This is an optimization exercise on Yosys and OpenROAD, whose aim is small area and a short achievable clock period, not a production implementation. Only simulation tests tie the RTL to the original design; equivalence was not proved.

**flow/run.sh**
```bash
#!/bin/bash
# synth_recipe.tcl (not shown) runs the flow's synth.tcl, then flattens the netlist and writes it again
# the make line also repeats each setting of config.mk as NAME=value (left out here)
make -C /OpenROAD-flow-scripts/flow DESIGN_CONFIG=/design/flow/config.mk WORK_HOME=/design/flow/orfs CLKGATE_MAP_FILE= SYNTH_SCRIPT=/design/flow/synth_recipe.tcl finish
```
**flow/config.mk**
```make
export PLATFORM = sky130hd
export DESIGN_NAME = fp_recip
export DESIGN_NICKNAME = fp_recip
export VERILOG_FILES = /design/flow/design.v
export SDC_FILE = /design/flow/constraint.sdc
export NUM_CORES = 4
export LEC_CHECK = 0
export CAP_MARGIN = 20
export CORE_MARGIN = 2
export CORE_UTILIZATION = 40
export SLEW_MARGIN = 20
```
**flow/constraint.sdc**
```tcl
create_clock -name core_clock -period 12.0 [get_ports {clk}]
set_input_delay 2.4000 -clock core_clock [delete_from_list [all_inputs] [get_ports {clk}]]
set_output_delay 2.4000 -clock core_clock [all_outputs]
set_load 0.01 [all_outputs]
```
**flow/design.v**
```verilog
`timescale 1ns/1ps
`default_nettype none
package fp_pkg;
  localparam int SIGN_W = 1;
  localparam int EXP_W  = 8;
  localparam int MANT_W = 23;
  localparam int WORD_W = SIGN_W + EXP_W + MANT_W;
  localparam logic [EXP_W-1:0] EXP_SUBNORM_HI = 8'd254;
  localparam logic [EXP_W-1:0] EXP_SUBNORM_LO = 8'd253;
  localparam logic [EXP_W-1:0] EXP_RECIP_EXACT   = 8'd254;
  localparam logic [EXP_W-1:0] EXP_RECIP_ROUNDED = 8'd253;
  typedef struct packed {
    logic [SIGN_W-1:0] sign;
    logic [EXP_W-1:0]  exponent;
    logic [MANT_W-1:0] mantissa;
  } float_fields_t;
  typedef union packed {
    logic [WORD_W-1:0] raw;
    float_fields_t     f;
  } float_t;
  localparam int FIX_W         = 64;
  localparam int SEED_IDX_W    = 8;
  localparam int PROD_SHIFT    = 31;
  localparam int CORR_SHIFT    = 32;
  localparam int TARGET_LSB    = 8;
  localparam int RECIP_LATENCY = 4;
  typedef logic [FIX_W-1:0] fix_t;
  typedef struct packed {
    logic   valid;
    float_t word;
    fix_t   x;
    fix_t   prod;
  } newton_state_t;
  function automatic logic [SEED_IDX_W-1:0] seed_upper(input int unsigned idx);
    int unsigned num;
    int unsigned den;
    int unsigned q;
    num = 32'd1 << (2 * SEED_IDX_W + 1);
    den = (32'd1 << SEED_IDX_W) + idx;
    q   = num / den - (32'd1 << SEED_IDX_W);
    if (q > (32'd1 << SEED_IDX_W) - 1) begin
      q = (32'd1 << SEED_IDX_W) - 1;
    end
    seed_upper = q[SEED_IDX_W-1:0];
  endfunction
endpackage
`default_nettype wire
`timescale 1ns/1ps
`default_nettype none
module recip_seed_stage
(
  input  logic          clk,
  input  logic          reset,
  input  logic          in_valid,
  input  fp_pkg::float_t        in_word,
  output fp_pkg::newton_state_t seed_state
);
  logic [fp_pkg::SEED_IDX_W-1:0] seed_rom [2**fp_pkg::SEED_IDX_W];
  logic [fp_pkg::SEED_IDX_W-1:0] seed_idx;
  fp_pkg::fix_t                  target;
  fp_pkg::fix_t                  x0;
  for (genvar i = 0; i < 2**fp_pkg::SEED_IDX_W; i++) begin : g_seed
    assign seed_rom[i] = fp_pkg::seed_upper(i);
  end
  assign seed_idx = in_word.f.mantissa[fp_pkg::MANT_W-1 -: fp_pkg::SEED_IDX_W];
  assign target = {(fp_pkg::FIX_W-fp_pkg::MANT_W-1-fp_pkg::TARGET_LSB)'(0), 1'b1, in_word.f.mantissa,
                   fp_pkg::TARGET_LSB'(0)};
  assign x0 = {(fp_pkg::FIX_W-fp_pkg::SEED_IDX_W-fp_pkg::MANT_W)'(1), seed_rom[seed_idx], fp_pkg::MANT_W'(0)};
  always_ff @(posedge clk) begin
    if (reset) begin
      seed_state.valid <= 1'b0;
    end else begin
      seed_state.valid <= in_valid;
    end
    seed_state.word.raw <= in_word.raw;
    seed_state.x        <= x0;
    seed_state.prod     <= (target * x0) >> fp_pkg::PROD_SHIFT;
  end
endmodule
`default_nettype wire
`timescale 1ns/1ps
`default_nettype none
module recip_newton_stage
(
  input  logic          clk,
  input  logic          reset,
  input  fp_pkg::newton_state_t seed_state,
  output fp_pkg::newton_state_t iter_state
);
  fp_pkg::fix_t   x1;
  logic   mid_valid;
  fp_pkg::float_t mid_word;
  fp_pkg::fix_t   mid_x;
  fp_pkg::fix_t   target;
  assign x1 = (seed_state.x << 1) - ((seed_state.prod * seed_state.x) >> fp_pkg::CORR_SHIFT);
  always_ff @(posedge clk) begin
    if (reset) begin
      mid_valid <= 1'b0;
    end else begin
      mid_valid <= seed_state.valid;
    end
    mid_word.raw <= seed_state.word.raw;
    mid_x        <= x1;
  end
  assign target = {(fp_pkg::FIX_W-fp_pkg::MANT_W-1-fp_pkg::TARGET_LSB)'(0), 1'b1, mid_word.f.mantissa,
                   fp_pkg::TARGET_LSB'(0)};
  always_ff @(posedge clk) begin
    if (reset) begin
      iter_state.valid <= 1'b0;
    end else begin
      iter_state.valid <= mid_valid;
    end
    iter_state.word.raw <= mid_word.raw;
    iter_state.x        <= mid_x;
    iter_state.prod     <= (target * mid_x) >> fp_pkg::PROD_SHIFT;
  end
endmodule
`default_nettype wire
`timescale 1ns/1ps
`default_nettype none
module recip_round_pack_stage
(
  input  logic          clk,
  input  logic          reset,
  input  fp_pkg::newton_state_t iter_state,
  output logic          out_valid,
  output fp_pkg::float_t        out_word
);
  fp_pkg::fix_t          x2;
  fp_pkg::float_fields_t src;
  fp_pkg::float_fields_t res;
  logic          ulp;
  logic          guard;
  logic          round;
  logic          sticky;
  logic          inc;
  logic          mant_zero;
  assign src = iter_state.word.f;
  assign x2  = (iter_state.x << 1) - ((iter_state.prod * iter_state.x) >> fp_pkg::CORR_SHIFT);
  assign ulp    = x2[fp_pkg::TARGET_LSB];
  assign guard  = x2[fp_pkg::TARGET_LSB-1];
  assign round  = x2[fp_pkg::TARGET_LSB-2];
  assign sticky = |x2[fp_pkg::TARGET_LSB-3:0];
  assign inc    = guard & (round | sticky | ulp);
  assign mant_zero = (src.mantissa == '0);
  always_comb begin
    res.sign = src.sign;
    if (src.exponent == fp_pkg::EXP_SUBNORM_HI) begin
      res.exponent = '0;
    end else if (mant_zero) begin
      res.exponent = fp_pkg::EXP_RECIP_EXACT - src.exponent;
    end else begin
      res.exponent = fp_pkg::EXP_RECIP_ROUNDED - src.exponent;
    end
    if (src.exponent == fp_pkg::EXP_SUBNORM_HI) begin
      res.mantissa = x2[fp_pkg::TARGET_LSB+2 +: fp_pkg::MANT_W];
    end else if (src.exponent == fp_pkg::EXP_SUBNORM_LO) begin
      res.mantissa = x2[fp_pkg::TARGET_LSB+1 +: fp_pkg::MANT_W];
    end else if (mant_zero) begin
      res.mantissa = '0;
    end else begin
      res.mantissa = x2[fp_pkg::TARGET_LSB +: fp_pkg::MANT_W] + fp_pkg::MANT_W'(inc);
    end
  end
  always_ff @(posedge clk) begin
    if (reset) begin
      out_valid <= 1'b0;
    end else begin
      out_valid <= iter_state.valid;
    end
    out_word.f <= res;
  end
endmodule
`default_nettype wire
`timescale 1ns/1ps
`default_nettype none
module fp_recip
(
  input  logic   clk,
  input  logic   reset,
  input  logic   in_valid,
  input  fp_pkg::float_t in_word,
  output logic   out_valid,
  output fp_pkg::float_t out_word
);
  fp_pkg::newton_state_t seed_state;
  fp_pkg::newton_state_t iter_state;
  recip_seed_stage u_seed (
    .clk        (clk),
    .reset      (reset),
    .in_valid   (in_valid),
    .in_word    (in_word),
    .seed_state (seed_state)
  );
  recip_newton_stage u_newton (
    .clk        (clk),
    .reset      (reset),
    .seed_state (seed_state),
    .iter_state (iter_state)
  );
  recip_round_pack_stage u_round_pack (
    .clk        (clk),
    .reset      (reset),
    .iter_state (iter_state),
    .out_valid  (out_valid),
    .out_word   (out_word)
  );
endmodule
`default_nettype wire
```
==> summary.txt <==
state kept, by name, summed over array words and instances, names as in the netlist:
| name | flops |
|---|---|
| u_newton.iter_state | 99 |
| u_seed.seed_state | 74 |
| u_newton.mid_x | 33 |
| u_newton.mid_word | 32 |
| u_round_pack.out_word | 32 |
| u_newton.mid_valid | 1 |
| u_round_pack.out_valid | 1 |
logic make-up after synthesis:
| group | Yosys count | synth area share [%] |
|---|---|---|
| AO/OA/AOI/OAI | 675 | 5.26 |
| XOR/XNOR | 185 | 1.94 |
| adder cells (fa/ha/maj) | 2579 | 56.6 |
| buffers and inverters | 2633 | 11.8 |
| flip-flops | 272 | 6.51 |
| multiplexers | 14 | 0.175 |
| AND/OR/NAND/NOR | 2975 | 17.7 |
cell usage in the layout, fill, tap and decap left out, drive strengths merged, types with 22 or more instances in the layout:
cell type and instances:
inv 2161, fa 2005, nand2 1312, and2 1074, ha 574, buf 377, dfxtp 272, nor2 211
a21oi 194, xnor2 133, o21ai 124, nor2b 82, nor3 65, a21o 63, clkdlybuf4s50 63, nand3 52
xor2 52, clkbuf 50, o21a 34, a31oi 33, nand2b 31, nand4 29, o22ai 28, and3 23
o211ai 22
per-stage QoR:
step / util [%] / hold slack (ns)
6_report: 43.5 / 0.324
5_1_grt: 43.5 / 0.328
4_1_cts: 43.5 / 0.323
3_5_place_dp: 42.9 / 0.312
3_3_place_gp: 42.9 / 0.310
2_1_floorplan: - / 0.310
metal layers:
metal	track usage, %	routed length [um]	vias up
met5	0	45	-
met4	5.40	6070	6
met2	37.6	112000	1998
met3	3.12	15800	341
met1	32.3	104000	32226
li1	-	-	27439
path summary, 6_finish.rpt:
| kind | depth (start not counted) | endpoint |
|---|---|---|
| min | 0 | u_newton.mid_word[13] |
| min reg2reg | 0 | u_newton.mid_word[13] |
| max | 41 | u_round_pack.out_word[11] |
| max reg2reg | 41 | u_round_pack.out_word[11] |
what timing repair did:
action	CTS	global route
setup endpoints to repair	0	14
endpoints found under the hold margin	0	0
resized for setup	0	18
critical path: cells and delay by family, from the launching register on:
kind,cells,cell delay (ns)
xor gates and xnor gates,2,0.33
adders and majority gates,10,4.48
AOI/OAI and AO/OA,13,2.71
DFF,1,0.73
buffers and inverters,5,0.67
and+or+nand+nor,11,2.46
layout make-up:
type	count	area share, %
Multi-Input combinational cell	6428	75.7
Timing Repair Buffer	440	4.03
Sequential cell	272	6.07
Clock buffer	50	1.17
Tap cell	2788	3.86
Clock inverter	21	0.234
Antenna cell	3	0.00831
Inverter	2157	8.96
==> summary.txt <==
- After detailed placement, the design holds a cell count of 12085.
- The placed standard-cell area is 89000 sq um.
- The slack of the critical path is 0.549 ns.
- The number of global-route vias before repair came to 67241.
- The per-instance average area after synthesis is 8.96 sq um.
- The flip-flop cell with the highest count after synthesis is sky130_fd_sc_hd__dfxtp_1.
- The largest stage delay on the critical path is 0.73 ns.
- The HPWL after detailed placement is 190000 um.
- Measured along the x axis, the die boundary spans 461 um.
- The slowest stage of the critical path belongs to the cell sky130_fd_sc_hd__dfxtp_1.
- The type of element capturing the critical path is a flop.
- For this run, design rule violations remaining after detail routing come to 0.
- The top-area cell type share of the netlist area is 48.0%.
- In the finished design, the share of the clock period the worst path needs comes to 95.4%.
- Synthesis produced 9333 cells.
- The data required time of the worst path is 12.54 ns.
- The area of the multi-input gates is 68300 sq um.
- The CTS clock-pin slew for the worst setup and hold paths is 0.07 ns.
- The mapped cell area is 83600 sq um.
- The number of nets handed over by synthesis was 11947.
- Measured against its own limit, the worst slew margin works out to 18.8%.
- The H-tree generated during clock tree synthesis spans 2 levels.
- Subtracting the final worst setup slack from the clock period gives 11.45 ns.
- STA puts the critical path data arrival time at 11.99 ns.
- Entering global routing, the biggest net connects 87 pins.
- The share of synthesized area occupied by flip-flops and latches is 6.51%.
- The count of input and output buffers is 67.
- The number of enable flip-flop cells after synthesis is 0.
- The clock passes through at most 3 buffers.
- The setup slack of the most critical reg-to-reg path is 0.55 ns.
- The cell area after layout is 90300 sq um.
- The die is 461 um tall.
- The pre-antenna-repair detailed-routing pass consisted of 6 iterations.
- The worst hold path begins at u_seed.seed_state[141].
- The tool flagged a number of max-cap violations equal to 0.
- The final-report hold violation count came to 0.
- The flow ran to the end and the layout has no timing, DRC or antenna violations.
- The detailed-route wire length per cell is 19.6 um.
- TritonCTS built the clock tree.
- Setup repair after global routing left no endpoint under its margin.
- The worst setup path is launched from a flop.
- The number of distinct library cell variants in the gate-level netlist after synthesis is 87.
- In this run the core area contains 167 standard-cell rows.
- The final setup violation count is 0.
- Clock latency on the worst-skew pair, taken at its later pin, is 0.64 ns.
- Ranked by instance count, the synthesized netlist is headed by 2155 x sky130_fd_sc_hd__inv_1, 2005 x sky130_fd_sc_hd__fa_1, 1312 x sky130_fd_sc_hd__nand2_1.
- The number of standard cells in the final layout excluding fillers is 12159.
- The die covers 213000 sq um.
- Timing would allow up to 87.3 MHz.
- The post-layout net count is 11952.
- The starting density of the core is 40.3%.
- The final number of max-transition violations was 0.
- Sorting the synthesized cells by area gives the leading types as sky130_fd_sc_hd__fa_1 48%, sky130_fd_sc_hd__inv_1 9.7%, sky130_fd_sc_hd__ha_1 8.6%, sky130_fd_sc_hd__and2_1 8.0%, sky130_fd_sc_hd__dfxtp_1 6.5%.
- For the pin with the worst max-slew slack, the measured transition is 1.21 ns.
- In this run the worst path has a maximum fanout of 11.
- In this run the count of I/O pins placed on the die edge is 68.
- Wires add up to 238000 um.
- The critical path launch point is u_newton.iter_state[69].
- The most numerous cell on the critical path is sky130_fd_sc_hd__fa_1.
- Global routing finished with a remaining overflow of 0.
- The cell sitting at the root of the clock tree is a sky130_fd_sc_hd__clkbuf_16.
- The classification of the worst setup path is reg -> reg.
- The first global-routing pass estimated 382000 um of wire.
- The first routing iteration left 3980 violations.
- In this run the critical register-to-register path is launched from u_newton.iter_state[69].
- The synthesized flop and latch total is 272.
- The share of synthesized flip-flops with an asynchronous set or reset is 0%.
- After detailed routing, the number of vias per cell comes to 5.10.
- The number of buffers created by CTS is 39.
- Global routing used 23.0% of the available tracks across all layers.
- sky130_fd_sc_hd__fa_1 takes more of the synthesized area than any other cell.
- The area of the placeable core is 207000 sq um.
- The pre-CTS setup slack is 0.155 ns.
- Clock skew on the completed layout was measured at 0.0529 ns.
- The number of warnings reported in the yosys synthesis log is 4.
- In this run the post-CTS setup repair buffer count came out at 0.
- The filler cells instantiated in the layout total 20289.
- The initial antenna violation count is 17.
- The share of layout cells above drive strength 1 is 5.65%.
- The sequential cell area is 5490 sq um.
- The path category of the worst min-delay check is reg -> reg.
- The congestion estimate from routability-driven global placement came to 0.907.
- The remaining number of nets flagged by the antenna check after routing is 0.
- The total number of vias is 62010.
- The most common cell in the synthesized netlist is sky130_fd_sc_hd__inv_1.
- Buffers inserted to repair hold after CTS numbered 0.
- Relative to the synthesized area, the layout overhead comes to 8.02%.
- Setup total negative slack on the finished layout was measured at 0 ns.
- Clock tree synthesis found a total of 272 sinks.

## static timing again, ports no longer ideal
No port has a modelled driver above. Below, the same layout with a new extraction and two added sets of constraints.
Step 1 (the two cells are an assumption about what drives the block):
set clk [get_ports {clk}]
set_driving_cell -lib_cell sky130_fd_sc_hd__clkbuf_16 $clk
set_driving_cell -lib_cell sky130_fd_sc_hd__buf_2 [delete_from_list [all_inputs] $clk]
Step 2 also shifts input and output timing later by t, the mid clock arrival at the registers, as if the neighbouring blocks saw the same clock.
Slacks: ideal / step 1 / step 2; pairs: ideal / step 1.
t (ns): 0.684
setup WS [ns]: 0.549 / 0.549 / 0.165
hold slack, ns: 0.324 / 0.324 / 0.324
worst register clock-pin slew, ns: 0.08 / 0.08
After both steps this run still meets setup and hold. The setup slack of this run moves by 0.000 ns with the drivers and by -0.384 ns with both steps.
